What follows belongs to an exercise in optimizing a design on an open flow for small area, a short achievable clock period and few clock cycles; a production flow would make more cautious choices. Only simulation tests tie the RTL to the original design; equivalence was not proved. Power is estimated from default activity; no workload was simulated.

==> flow/run.sh <==
#!/bin/bash
# synth_recipe.tcl (not shown) runs the flow's synth.tcl, then flattens the netlist and writes it again
# the make line also repeats each setting of config.mk as NAME=value (left out here)
make -C /OpenROAD-flow-scripts/flow DESIGN_CONFIG=/design/flow/config.mk WORK_HOME=/design/flow/orfs CLKGATE_MAP_FILE= SYNTH_SCRIPT=/design/flow/synth_recipe.tcl finish
==> flow/config.mk <==
export PLATFORM = sky130hd
export DESIGN_NAME = cursor_list_engine_unit
export DESIGN_NICKNAME = cursor_list_engine_unit
export VERILOG_FILES = /design/flow/design.v
export SDC_FILE = /design/flow/constraint.sdc
export NUM_CORES = 4
export LEC_CHECK = 0
export ABC_AREA = 1
export CAP_MARGIN = 20
export CORE_MARGIN = 2
export CORE_UTILIZATION = 30
export PLACE_DENSITY = 0.45
export SETUP_SLACK_MARGIN = 3.0
export SLEW_MARGIN = 20
==> flow/constraint.sdc <==
create_clock -name core_clock -period 6.0 [get_ports {clk}]
set_input_delay 1.2000 -clock core_clock [delete_from_list [all_inputs] [get_ports {clk}]]
set_output_delay 1.2000 -clock core_clock [all_outputs]
set_load 0.01 [all_outputs]
==> flow/design.v <==
`timescale 1ns / 1ps
package cle_pkg;
	localparam int DEPTH  = 16;
	localparam int DATA_W = 32;
	localparam int IDX_W = (DEPTH > 1) ? $clog2(DEPTH) : 1;
	localparam int CNT_W = $clog2(DEPTH + 1);
	localparam int CAP_W = 5;
	localparam int LIM_W = (CNT_W > CAP_W) ? CNT_W : CAP_W;
	localparam int OP_W     = 4;
	localparam int ITEM_W   = 32;
	localparam int POS_W    = 4;
	localparam int STATUS_W = 3;
	localparam int CPOS_W   = 5;
	localparam int COUNT_W  = 5;
	localparam int S_DATA_W = 40;
	localparam int M_DATA_W = 48;
	typedef enum logic [OP_W-1:0] {
		OP_INSERT  = 4'd0,
		OP_REMOVE  = 4'd1,
		OP_REPLACE = 4'd2,
		OP_CLEAR   = 4'd3,
		OP_FIRST   = 4'd4,
		OP_LAST    = 4'd5,
		OP_NEXT    = 4'd6,
		OP_PRIOR   = 4'd7,
		OP_READ    = 4'd8,
		OP_MOVE_TO = 4'd9,
		OP_FIND    = 4'd10
	} op_t;
	typedef enum logic [STATUS_W-1:0] {
		ST_OK    = 3'd0,
		ST_FULL  = 3'd1,
		ST_EMPTY = 3'd2,
		ST_RANGE = 3'd3,
		ST_BOUND = 3'd4
	} status_t;
	typedef enum logic [8:0] {
		S_IDLE    = 9'b000000001,
		S_HOLD    = 9'b000000010,
		S_SH_RD   = 9'b000000100,
		S_SH_WR   = 9'b000001000,
		S_PUT     = 9'b000010000,
		S_FRD     = 9'b000100000,
		S_FCMP    = 9'b001000000,
		S_OUT_RD  = 9'b010000000,
		S_OUT_CAP = 9'b100000000
	} state_t;
endpackage
`timescale 1ns / 1ps
module cle_ram #(
	parameter int WIDTH = 32,
	parameter int DEPTH = 16
) (
	input  logic                                      clk,
	input  logic                                      we,
	input  logic [((DEPTH > 1) ? $clog2(DEPTH) : 1)-1:0] waddr,
	input  logic [WIDTH-1:0]                          wdata,
	input  logic [((DEPTH > 1) ? $clog2(DEPTH) : 1)-1:0] raddr,
	output logic [WIDTH-1:0]                          rdata
);
	logic [WIDTH-1:0] mem [DEPTH];
	logic [WIDTH-1:0] rdata_q;
	always_ff @(posedge clk) begin
		if (we) begin
			mem[waddr] <= wdata;
		end
		rdata_q <= mem[raddr];
	end
	assign rdata = rdata_q;
endmodule
`timescale 1ns / 1ps
module cursor_list_engine_unit (
	input  logic                          clk,
	input  logic                          arst_n,
	input  logic                          s_tvalid,
	output logic                          s_tready,
	input  logic [cle_pkg::S_DATA_W-1:0]  s_tdata,   
	input  logic [cle_pkg::OP_W-1:0]      s_tuser,   
	output logic                          m_tvalid,
	input  logic                          m_tready,
	output logic [cle_pkg::M_DATA_W-1:0]  m_tdata,   
	input  logic                          cfg_valid,
	output logic                          cfg_ready,
	input  logic [cle_pkg::CAP_W-1:0]     cfg_data   
);
	localparam int N  = cle_pkg::DEPTH;
	localparam int DW = cle_pkg::DATA_W;
	logic [DW-1:0] ent [N];
	logic [N-1:0]  coh_q;      
	logic [N-1:0]  ge_q;       
	logic [N-1:0]  ltc_q;      
	logic [4:0]    cnt_q;      
	logic [4:0]    cap_q;
	logic          full_q;     
	logic          m_valid_q;
	logic [2:0]    status_q;
	logic [DW-1:0] item_q;     
	logic [4:0]    mpos_q;     
	logic          mempty_q;
	logic        skid_v, a_v, cmd_v, rdy_q;
	logic [3:0]  skid_op, a_op;
	logic [31:0] skid_item, a_item;
	logic [3:0]  skid_pos, a_pos;
	logic        c_ins, c_rem, c_rep, c_clr, c_fst, c_lst, c_nxt, c_prv, c_rd, c_mov, c_fnd;
	logic [31:0] cmd_item;
	logic [N-1:0] cmd_poh;     
	logic [N-1:0] cmd_ltp;     
	logic [N-1:0] cmd_m;       
	logic         cmd_pok;     
	logic        exec;
	logic        accept;
	logic        cmd_load;
	logic        a_load;
	assign s_tready  = rdy_q;
	assign cfg_ready = 1'b1;
	assign accept    = s_tvalid && rdy_q;
	assign exec      = cmd_v && (!m_valid_q || m_tready);
	assign cmd_load  = exec || !cmd_v;
	assign a_load    = cmd_load || !a_v;
	logic skid_v_n;
	always_comb begin
		skid_v_n = skid_v;
		if (a_load) skid_v_n = 1'b0;
		else if (accept) skid_v_n = 1'b1;
	end
	always_ff @(posedge clk or negedge arst_n) begin
		if (!arst_n) begin
			cmd_v  <= 1'b0;
			a_v    <= 1'b0;
			skid_v <= 1'b0;
			rdy_q  <= 1'b0;
		end else begin
			if (cmd_load) cmd_v <= a_v;
			if (a_load) a_v <= skid_v || accept;
			skid_v <= skid_v_n;
			rdy_q  <= !skid_v_n;
		end
	end
	always_ff @(posedge clk) begin
		if (!a_load && accept) begin
			skid_op   <= s_tuser;
			skid_item <= s_tdata[31:0];
			skid_pos  <= s_tdata[35:32];
		end
		if (a_load) begin
			a_op   <= skid_v ? skid_op   : s_tuser;
			a_item <= skid_v ? skid_item : s_tdata[31:0];
			a_pos  <= skid_v ? skid_pos  : s_tdata[35:32];
		end
	end
	logic [N-1:0] a_poh, a_ltp;
	always_comb begin
		for (int i = 0; i < N; i++) begin
			a_poh[i] = (a_pos == 4'(i));
			a_ltp[i] = (4'(i) < a_pos);
		end
	end
	logic ne, empty, is_last, is_first, ins_ok, mov_ok, last1;
	logic [N-1:0] loh;         
	logic [N-1:0] oh0;
	assign ne       = ltc_q[0];
	assign empty    = !ltc_q[0];
	assign loh      = ltc_q & ~{1'b0, ltc_q[N-1:1]};
	assign oh0      = N'(1);
	assign is_last  = |(coh_q & loh);
	assign is_first = coh_q[0];
	assign last1    = ne && !ltc_q[1];         
	assign ins_ok   = c_ins && !full_q;
	assign mov_ok   = c_mov && cmd_pok;
	logic [N-1:0] hit, below, first;
	logic         found;
	always_comb begin
		hit = cmd_m & ge_q & ltc_q;
		for (int i = 0; i < N; i++) begin
			below[i] = 1'b0;
			for (int j = 0; j < i; j++) below[i] = below[i] | hit[j];
		end
		first = hit & ~below;
	end
	assign found = |hit;
	logic [DW-1:0] wval;
	assign wval = c_mov ? item_q : cmd_item;
	logic [N-1:0] sel_w, sel_up, sel_dn, sel_keep;
	always_comb begin
		sel_w  = ({N{ins_ok && empty}} & oh0) | ({N{ins_ok}} & {coh_q[N-2:0], 1'b0})
			| ({N{c_rep}} & coh_q) | ({N{mov_ok}} & cmd_poh);
		sel_up = ({N{ins_ok}} & {ge_q[N-3:0], 2'b00})
			| ({N{mov_ok}} & ~cmd_ltp & ~cmd_poh & (~ge_q | coh_q));
		sel_dn = ({N{c_rem}} & ge_q) | ({N{mov_ok}} & ge_q & cmd_ltp);
		sel_w  = sel_w & {N{exec}};
		sel_up = sel_up & {N{exec}};
		sel_dn = sel_dn & {N{exec}};
		sel_up[0]   = 1'b0;
		sel_dn[N-1] = 1'b0;
		sel_keep = ~(sel_w | sel_up | sel_dn);
	end
	always_ff @(posedge clk) begin
		for (int i = 0; i < N; i++) begin
			ent[i] <= ({DW{sel_keep[i]}} & ent[i])
				| ({DW{sel_w[i]}} & wval)
				| ({DW{sel_up[i]}} & ent[(i > 0) ? i - 1 : 0])
				| ({DW{sel_dn[i]}} & ent[(i < N - 1) ? i + 1 : i]);
		end
	end
	logic [N-1:0] coh_n, ge_n, ltc_n;
	logic [4:0]   cnt_n;
	logic [N-1:0] ge_last;     
	assign ge_last = ~{1'b0, ltc_q[N-1:1]};
	always_comb begin
		coh_n = coh_q;
		ge_n  = ge_q;
		ltc_n = ltc_q;
		cnt_n = cnt_q;
		if (ins_ok) begin
			coh_n = empty ? oh0 : {coh_q[N-2:0], 1'b0};
			ge_n  = empty ? '1 : {ge_q[N-2:0], 1'b0};
			ltc_n = {ltc_q[N-2:0], 1'b1};
			cnt_n = cnt_q + 5'd1;
		end
		if (c_rem && ne) begin
			ltc_n = {1'b0, ltc_q[N-1:1]};
			cnt_n = cnt_q - 5'd1;
			if (last1) begin
				coh_n = '0;
				ge_n  = '0;
			end else if (is_last) begin
				coh_n = oh0;
				ge_n  = '1;
			end
		end
		if (c_clr) begin
			coh_n = '0;
			ge_n  = '0;
			ltc_n = '0;
			cnt_n = '0;
		end
		if (c_fst && ne) begin
			coh_n = oh0;
			ge_n  = '1;
		end
		if ((c_lst && ne) || (c_fnd && ne && !found)) begin
			coh_n = loh;
			ge_n  = ge_last;
		end
		if (c_nxt && ne && !is_last) begin
			coh_n = {coh_q[N-2:0], 1'b0};
			ge_n  = {ge_q[N-2:0], 1'b0};
		end
		if (c_prv && ne && !is_first) begin
			coh_n = {1'b0, coh_q[N-1:1]};
			ge_n  = {1'b1, ge_q[N-1:1]};
		end
		if (mov_ok) begin
			coh_n = cmd_poh;
			ge_n  = ~cmd_ltp;
		end
		if (c_fnd && found) begin
			coh_n = first;
			ge_n  = first | below;
		end
	end
	logic [N-1:0]  rsel;
	logic [DW-1:0] rdata;
	always_comb begin
		rsel = ({N{(c_rem && is_last) || c_fst}} & oh0)
			| ({N{(c_rem && !is_last) || c_nxt}} & {coh_q[N-2:0], 1'b0})
			| ({N{c_lst || c_fnd}} & loh)
			| ({N{c_prv}} & {1'b0, coh_q[N-1:1]});
		rdata = '0;
		for (int i = 0; i < N; i++) begin
			rdata = rdata | ({DW{rsel[i]}} & ent[i]);
		end
	end
	logic s_item, s_rd, s_keep;
	assign s_item = ins_ok || (c_rep && ne) || (c_fnd && ne && found);
	assign s_rd   = ne && ((c_rem && !last1) || c_fst || c_lst || (c_nxt && !is_last)
		|| (c_prv && !is_first) || (c_fnd && !found));
	assign s_keep = ne && ((c_ins && full_q) || (c_nxt && is_last) || (c_prv && is_first)
		|| c_rd || c_mov || !(c_ins || c_rem || c_rep || c_clr || c_fst || c_lst || c_nxt
		|| c_prv || c_fnd));
	logic [DW-1:0] item_n;
	assign item_n = ({DW{s_item && exec}} & cmd_item) | ({DW{s_rd && exec}} & rdata)
		| ({DW{s_keep || !exec}} & item_q);
	logic [2:0] st_n;
	always_comb begin
		st_n = cle_pkg::ST_OK;
		if (empty && (c_rem || c_rep || c_fst || c_lst || c_nxt || c_prv || c_rd || c_mov
			|| c_fnd)) begin
			st_n = cle_pkg::ST_EMPTY;
		end else if (c_ins && full_q) begin
			st_n = cle_pkg::ST_FULL;
		end else if (c_mov && !cmd_pok) begin
			st_n = cle_pkg::ST_RANGE;
		end else if ((c_nxt && is_last) || (c_prv && is_first) || (c_fnd && !found)) begin
			st_n = cle_pkg::ST_BOUND;
		end
	end
	logic [3:0] pos_enc;
	always_comb begin
		pos_enc = '0;
		for (int i = 0; i < N; i++) begin
			pos_enc = pos_enc | ({4{coh_n[i]}} & 4'(i));
		end
	end
	logic [4:0] cap_nx;
	logic [4:0] cnt_nx;
	assign cap_nx = cfg_valid ? cfg_data : cap_q;
	assign cnt_nx = exec ? cnt_n : cnt_q;
	always_ff @(posedge clk or negedge arst_n) begin
		if (!arst_n) begin
			cap_q  <= 5'd16;
			full_q <= 1'b0;
		end else begin
			cap_q  <= cap_nx;
			full_q <= (cap_nx > 5'd16) ? cnt_nx[4] : (cnt_nx >= cap_nx);
		end
	end
	logic [N-1:0] ltc_nx;
	assign ltc_nx = exec ? ltc_n : ltc_q;
	logic [N-1:0] eq_now;
	logic         eq_w;
	logic [N-1:0] nxt_m;
	always_comb begin
		for (int i = 0; i < N; i++) begin
			eq_now[i] = (ent[i] == a_item);
		end
		eq_w = (wval == a_item);
		for (int i = 0; i < N; i++) begin
			nxt_m[i] = (sel_keep[i] && eq_now[i]) || (sel_w[i] && eq_w)
				|| (sel_up[i] && eq_now[(i > 0) ? i - 1 : 0])
				|| (sel_dn[i] && eq_now[(i < N - 1) ? i + 1 : i]);
		end
	end
	always_ff @(posedge clk) begin
		if (cmd_load) begin
			c_ins    <= (a_op == 4'd0);
			c_rem    <= (a_op == 4'd1);
			c_rep    <= (a_op == 4'd2);
			c_clr    <= (a_op == 4'd3);
			c_fst    <= (a_op == 4'd4);
			c_lst    <= (a_op == 4'd5);
			c_nxt    <= (a_op == 4'd6);
			c_prv    <= (a_op == 4'd7);
			c_rd     <= (a_op == 4'd8);
			c_mov    <= (a_op == 4'd9);
			c_fnd    <= (a_op == 4'd10);
			cmd_item <= a_item;
			cmd_poh  <= a_poh;
			cmd_ltp  <= a_ltp;
			cmd_m    <= nxt_m;
			cmd_pok  <= |(a_poh & ltc_nx);
		end
	end
	always_ff @(posedge clk or negedge arst_n) begin
		if (!arst_n) begin
			coh_q     <= '0;
			ge_q      <= '0;
			ltc_q     <= '0;
			cnt_q     <= '0;
			m_valid_q <= 1'b0;
		end else begin
			if (exec) begin
				coh_q <= coh_n;
				ge_q  <= ge_n;
				ltc_q <= ltc_n;
				cnt_q <= cnt_n;
			end
			if (exec) m_valid_q <= 1'b1;
			else if (m_tready) m_valid_q <= 1'b0;
		end
	end
	always_ff @(posedge clk) begin
		if (exec) begin
			status_q <= st_n;
			mpos_q   <= ltc_n[0] ? {1'b0, pos_enc} : 5'd31;
			mempty_q <= !ltc_n[0];
		end
	end
	always_ff @(posedge clk) begin
		item_q <= item_n;
	end
	assign m_tvalid = m_valid_q;
	assign m_tdata  = {1'b0, full_q, mempty_q, cnt_q, mpos_q, item_q, status_q};
endmodule
==> flow_summary.ini <==
[yosys]
synthXorXnorAreaFrac = 0.0680
synth_area_leaders = dfxtp_1, nand2_1, edfxtp_1
syn_inst = 6574
synth_largest_area_cell = dfxtp_1
async_reset_ff_frac = 0.0813
ys_seq_area_frac = 0.384
synth_compound_area_frac = 0.185
syn_nets = 6635
synth_fa_ha_area_frac = 0.00188
ys_types = 59
synth.area.mux_share = 0.000242
netlist_area_mm2 = 0.0465
synthFlopType = dfxtp_1
synth_top_area_share = 0.234
ys_warn_count = 2
synth_top_family_by_area = simple AND/OR/NAND/NOR gates
avgSynthCellArea_um2 = 7.08
synth_edf_count = 179
yosys.area_share.simple = 0.290
ys_ff_latch = 787

[floorplanning]
die_y_um = 398
core_mm2 = 0.154
num_rows = 144
start_util = 0.302
dieArea_mm2 = 0.158
die_x_um = 398
ios = 105

[clocking]
cts_tree = built
h-tree-depth = 3
cts_buffer_depth = 3
cts_buffers = 98
clkTransAtPathRegs_ns = 0.06
clk_latency_ns = 0.72
root_buffer = clkbuf_16
clock-sinks = 787
hold_buffers = 0

[worst_setup_path]
path_class = register to register
cp_common_cell = nand2_1
path_cells = nand3_1 -> nand2_1 -> nor2_4 -> nand2_4 -> nor2_4 -> a21oi_4 -> buf_12 -> buf_4 -> buf_12 -> o22ai_4 -> buf_12 -> clkbuf_16 -> nand2_1 -> nand2_1 -> nor2_1 -> nand4_1 -> nand2_1 -> nand2_1
critPathCaptureType = register
cp_max_fo = 6
slowest_stage = dfrtp_2
crit_path_max_incr_delay_ns = 0.45
crit_path_start_kind = register
worstPathArrival_ns = 3.84
cp.required_ns = 6.66

[final_layout]
layout.nets = 6843
drive_above_1_share = 0.148
syn2layout_area_growth_pct = 24.8
instances_no_fill = 8907
fillers = 16300
multi_input_area_mm2 = 0.0272
seqCellArea_mm2 = 0.0179

[detailed_routing]
via_per_inst = 5.65
num_vias = 50400
first_pass_iters = 5
wirelength_um = 263000
initialDrtViolationCount = 6367
ant_nets = 0
drc_errors = 0
routedWlPerCell_um = 29.5

[grt]
grt_antenna_before_repair = 5
grt_pass1_wl_um = 362000
grt_max_degree = 62
first_global_vias = 46300
globalRouteOverflowTotal = 0
grt_usage = 0.317

[placed_design]
placedCellCount = 8493
port_buffers = 98
gp_congestion = 0.995
post-dp-hpwl_um = 197000

[sta]
fin_skew_ns = 0.0295
finalSetupViolations = 0
rsz0062_at_grt = true
finalSetupTns_ns = 0
worst_pin_slew_ns = 0.951
hold_viol = 0
relSlewSlack = 0.366
slew_violations = 0
finalCritPeriodShare = 0.529
clock.fmax_mhz = 315
min_period_ns = 3.17

[worst_hold_path]
hold_path_class = input port to asynchronous set/reset pin

[power_and_ir_drop]
leakage_nw = 22.7
power_mw = 35.2
vdd_ir_drop_max_uv = 231
power.density_mw_per_mm2 = 607

[outcome]
status = complete, no violations

[run]
drv_cap = 0
## cell usage after synthesis, types with 2 or more instances
library cell	count
o22ai_2	7
nand3b_1	3
dfxtp_1	544
o211ai_1	40
conb_1	2
dfrtp_1	63
a221oi_1	29
nand2_2	4
or2_2	43
nand3_1	90
nor2_1	320
o2111ai_1	421
inv_1	372
o22ai_1	54
o21ai_1	31
buf_4	8
nand4_1	151
buf_1	28
a21oi_1	194
o31ai_1	3
edfxtp_1	179
a22oi_1	29
nand2_1	2652
a22o_1	2
o21ai_0	288
o21a_1	6
xor2_1	40
buf_2	117
clkbuf_1	271
nor4_1	51
buf_6	2
nor2_2	9
a31oi_1	7
nor3_1	38
inv_2	10
clkinv_1	15
o221ai_1	84
ha_1	7
a221o_1	4
xnor2_1	321
o21ai_2	17
## cell usage in the layout, fill, tap and decap left out, drive strengths merged, types with 2 or more instances in the layout
master and n:
o21ai 339, nor3 39, xnor2 321, bufbuf 2, o2111ai 421, a31oi 7, dfxtp 544, nor4 52
o21a 6, conb 2, dlygate4sd2 12, clkinvlp 20, inv 373, a22oi 29, a221oi 29, edfxtp 179
buf 419, o211ai 40, dfrtp 63, or2 43, bufinv 8, clkinv 33, o221ai 84, nor2 330
xor2 40, a22o 2, ha 7, o22ai 62, o31ai 3, clkbuf 155, a21oi 196, nand3 91
nand4 151, a221o 4, clkdlybuf4s50 84, nand2 2658, nand3b 3
## registers in the layout, indices dropped and copies added (netlist names), 3 cells and up
signal / flops
skid_pos: 4
ent: 512
cmd_item: 32
skid_item: 32
a_pos: 4
cap_q: 5
a_item: 32
ge_q: 16
a_op: 4
cmd_poh: 16
coh_q: 16
status_q: 3
cmd_ltp: 15
mpos_q: 5
cmd_m: 16
ltc_q: 16
skid_op: 4
cnt_q: 5
item_q: 32
## cell type report
| cell class | instances | area share |
|---|---|---|
| well taps | 2044 | 0.0441 |
| clock inverters | 34 | 0.00670 |
| repair buffers | 526 | 0.0935 |
| multi-input cells | 4969 | 0.469 |
| inverters | 397 | 0.0281 |
| repair inverters | 3 | 0.000431 |
| diodes | 1 | 0.0000431 |
| flip-flops and latches | 787 | 0.309 |
| clock buffers | 146 | 0.0497 |
## logic make-up after synthesis
kind of cell / count (synthesis)
AOI/OAI and AO/OA: 1226
muxes: 1
DFF: 787
buffers and inverters: 824
adders and majority gates: 7
other: 2
xor gates and xnor gates: 361
and+or+nand+nor: 3366
## path summary, 6_finish.rpt
kind / depth (start not counted) / slack (ns) / endpoint / startpoint
worst max register to register: 18 / 2.83 / item_q[12] / ltc_q[12]
worst min-delay path: 1 / 0.43 / cmd_v / arst_n
worst max-delay path: 18 / 2.83 / item_q[12] / ltc_q[12]
max in group asynchronous: 2 / 4.51 / coh_q[14] / arst_n
min in group core_clock: 2 / 0.46 / cmd_v / a_v
worst min register to register: 2 / 0.46 / cmd_v / a_v
## through the flow
stage	setup WS [ns]	utilization	area [µm²]	hold WS, ns
finish	2.83	0.377	58000	0.434
detailed placement	1.29	0.326	50200	0.452
global placement	1.33	0.326	50200	0.449
floorplan	1.39	-	46600	0.421
CTS	2.90	0.364	56000	0.402
global route	2.83	0.377	58000	0.446
## power by group
part	internal [mW]	leakage, nW	switching, mW
Sequential	7.51	7.09	3.15
Combinational	6.38	14.0	12.0
Clock	3.65	1.60	2.60
Total	17.5	22.7	17.7
## critical path: cells and delay by family, from the launching register on
| kind | cells | cell delay, ns |
|---|---|---|
| DFF | 1 | 0.45 |
| and+or+nand+nor | 11 | 1.62 |
| AOI/OAI and AO/OA | 2 | 0.27 |
| buffers and inverters | 5 | 0.73 |
## repair_timing
action,CTS,global route
setup buffers,130,84
gates resized for setup,330,275
gates cloned,10,9
endpoints found under the setup margin,635,197
pin swaps,58,110
## routing by layer
layer	track usage	up-vias	wire, µm	part of all wire
li1	-	22800	-	-
met1	0.453	24500	115000	0.44
met2	0.456	2650	109000	0.41
met3	0.0641	363	25400	0.097
met4	0.143	2	13300	0.051
met5	0	-	9	0.000034
Testbench counts, summed over its fixed seeds: cycles 8,024.

-- afterwards: timing with drivers on the ports --
No port has a modelled driver above. Below, the same layout with a new extraction and two added sets of constraints.
Step 1 sets driving cells, clkbuf_16 on the clock port and buf_2 on the other inputs (assumed; they add their load-dependent delay and slew).
Step 2 also shifts input and output timing later by t, the mid clock arrival at the registers, as if the neighbouring blocks saw the same clock.
Three values: no drivers, after step 1, after step 2; two values: the first two.
shift t [ns]: 0.780
setup WS [ns]: 2.827 / 2.827 / 2.364
worst data-port slew with drivers (ns): 0.07
After both steps this run still meets setup and hold. The setup slack of this run moves by 0.000 ns with the drivers and by -0.463 ns with both steps.
